What follows belongs to an exercise in optimizing a design on an open flow for small area and few clock cycles; a production flow would make more cautious choices.
The RTL was checked by simulation tests, not by an equivalence proof against the original design.

old:
Design bracket_quote_value_checker_core, start of the top module:
module bracket_quote_value_checker_core (
   input  logic        clock,
   input  logic        reset,
   input  logic        req_valid,
   output logic        req_ready,
   input  logic [7:0]  req_text_byte,
   input  logic        req_end_of_text,
   output logic        rsp_valid,
   input  logic        rsp_ready,
   output logic        rsp_has_byte,
   output logic [7:0]  rsp_value_byte,
   output logic        rsp_terminated,
   output logic [3:0]  rsp_error_code,
   output logic [15:0] rsp_error_pos,
   output logic [15:0] rsp_error_len,
   output logic        rsp_last_result,
   input  logic        csr_valid,
   output logic        csr_ready,
   input  logic        csr_at_mode
);
   logic        bv_ff;
   logic [7:0]  bb_ff;
   logic        be_ff;
   logic        at_mode_ff;
   logic [15:0] off_ff, off_in;
   logic [15:0] qstart_ff;
   logic [4:0]  top_ff, top_in;
   logic [1:0]  quote_ff, quote_in;
   logic [6:0]  la_ff, la_in;
   logic        qopen;
   logic [17:0] stk_ff [16];
   logic [17:0] top_ent;
   logic [1:0]  top_kind;
   logic [15:0] top_pos;
   logic        push, pop;
   logic        sh_push, sh_pop, sh_hold;
   logic [17:0] stk_in [16];
   logic [7:0]  b;
   logic        is_blank, is_open, is_close, kind_match;
   logic [1:0]  b_kind;
   logic        depth_zero, depth_full;
   logic [15:0] off_inc;
   logic        res, last;
   logic        o_has, o_term;
   logic [7:0]  o_byte;
   logic [3:0]  o_code;
   logic        sel_off, sel_q, sel_t, sel_d;
   logic [15:0] sub_x, diff;
   logic        take, consume, step;
   logic        to_slash, la_emit;
   assign b          = bb_ff;
   assign depth_zero = top_ff[4];
   assign depth_full = (top_ff == 5'd15);
   assign off_inc    = off_ff + 16'd1;
   assign is_blank   = (b == bqvc_pkg::CH_SPACE) || (b == bqvc_pkg::CH_TAB) || (b == bqvc_pkg::CH_LF) ||
  ...
Size in the first run: ~1,600 cells after synthesis, roughly 340 flip-flops, ~65 I/O pins, ~0.014 mm2 of cells after synthesis.
Settings: LEC_CHECK=0, CAP_MARGIN=20, CORE_MARGIN=2, CORE_UTILIZATION=60, CTS_CLUSTER_DIAMETER=100, CTS_CLUSTER_SIZE=30, PLACE_DENSITY=0.8, SLEW_MARGIN=20; clock period 6.0 ns.
standard.sh (not shown) runs the stock make flow with config.mk's settings and CLKGATE_MAP_FILE= SYNTH_SCRIPT=/design/flow/synth_recipe.tcl, a recipe that flattens the netlist after the stock synthesis.
==> flow/flow/run.sh <==
#!/bin/bash
# The standard layout, with three changes:
#  - synthesis maps the logic with an area-oriented ABC script (flow/abc_map.script) in
#    place of ORFS's abc_speed.script; everything else in synthesis, and every register,
#    is as in the standard synthesis (the scripts folder is an unchanged copy otherwise);
#  - the port buffers are the smallest plain buffer (buffer_ports otherwise picks a delay cell);
#  - clock tree synthesis adds no dummy loads.
# The make output goes to standard.log; each ORFS step keeps its own log under orfs/logs/.
set -euo pipefail
rm -rf scripts_abc
cp -r "$FLOW_HOME/scripts" scripts_abc
cp flow/abc_map.script scripts_abc/abc_speed.script
bash standard.sh \
  SCRIPTS_DIR="$PWD/scripts_abc" \
  BUFFER_PORTS_ARGS="-buffer_cell sky130_fd_sc_hd__buf_1" \
  CTS_ARGS="-sink_clustering_enable -repair_clock_nets -sink_clustering_size 30 -sink_clustering_max_diameter 100 -dont_use_dummy_load" \
  finish > standard.log 2>&1
==> flow/flow/abc_map.script <==
&get -n
&st
&dch
&nf -a
&st
&syn2
&synch2
&nf -a
&st
&dch
&nf -a
&put
topo
stime -c
Testbench counts of old, summed over its fixed seeds: cycles 42,797.
Inputs modified between old and new:
- PLACE_DENSITY changed from 0.8 to 0.85
- CORE_UTILIZATION changed from 60 to 65
==> notes.md <==
- old -> new: y dimension of the die decreased by a few percent
- There was hardly any difference in basic-gate share of the synthesized area counting and, or, nand and nor cells between old and new.
- Initial core utilization on new is up relative to old.
- Setup slack in new is larger than in old.
- Core utilization was higher in new than in old.

Setup of run B:
Another version of the RTL of bracket_quote_value_checker_core (not shown whole).
For scale: ~65 I/O pins, about 16000 um2 of cells after synthesis.
Settings: LEC_CHECK=0, CAP_MARGIN=20, CORE_MARGIN=2, CORE_UTILIZATION=40, PLACE_DENSITY=0.6, SLEW_MARGIN=20; clock period 6.0 ns.
run.sh (not shown) runs the stock make flow with config.mk's settings and CLKGATE_MAP_FILE= SYNTH_SCRIPT=/design/flow/synth_recipe.tcl, a recipe that flattens the netlist after the stock synthesis.
Stock flow here: none of the scripts above is used.
Run B finished all stages; the layout is clean.
Testbench counts of run B, summed over its fixed seeds: cycles 43,956.
diff inputs: run B => run R
-- flow/config.mk --
<<< run B, line 8
export CAP_MARGIN = 20
>>> run R, line 8
export CAP_MARGIN = 0
<<< run B, line 12
export SLEW_MARGIN = 20
>>> run R, line 12
export SLEW_MARGIN = 0
==> notes.md <==
- Between run B and run R, the worst slack at placement figures differ only marginally.
- Run R -> run B: maximum net fanout on the critical path delta 0, exact match
- As far as growth of design area from synthesis to finish goes, run B and run R are indistinguishable; the numbers are identical.
- Reported for run B and run R, via count turned out identical to the last digit.
- | length of the first detailed-routing pass in iterations | run R vs run B | ≈ equal |
- Run R -> run B: met2 routing resource usage after global routing delta 0, exact match
- From run B to run R, total number of cells along the worst setup path did not move at all.
- Between run B and run R, the flip-flop and latch count does not differ in any meaningful way.
- Comparing run B with run R, the CTS buffer count came out essentially unchanged.
- As far as post-synthesis sequential element count goes, run B and run R are indistinguishable; the numbers are identical.
- Run R and run B ended up with roughly the same starting density of the core.

## separate check: timing with driven ports
No port has a modelled driver above. Below, the same layouts with a new extraction and two added sets of constraints.
Step 1 assumes that a clkbuf_16 drives the clock port and a buf_2 every other input.
Step 2 times the ports against the registers' clock, not the clock port: input delays grow and output delays shrink by t, the midpoint of the rising clock arrivals with the driver on.
a / b / c = ideal ports / drivers / drivers and shift; a / b = the first two.
| run | shift t [ns] | setup WS [ns] | worst setup path at the end | worst register clock-pin slew, ns | cell pins on the clock port's net |
|---|---|---|---|---|---|
| old | 0.534 | 0.122 / 0.074 / 0.608 | register to output | 0.11 / 0.11 | 1 |
| new | 0.531 | 0.129 / 0.082 / 0.613 | register to output | 0.12 / 0.12 | 1 |
| run B | 0.570 | 0.089 / 0.040 / 0.609 | register to output | 0.07 / 0.07 | 1 |
| run R | 0.570 | 0.089 / 0.040 / 0.609 | register to output | 0.07 / 0.07 | 1 |
After both steps every run listed still meets setup and hold.
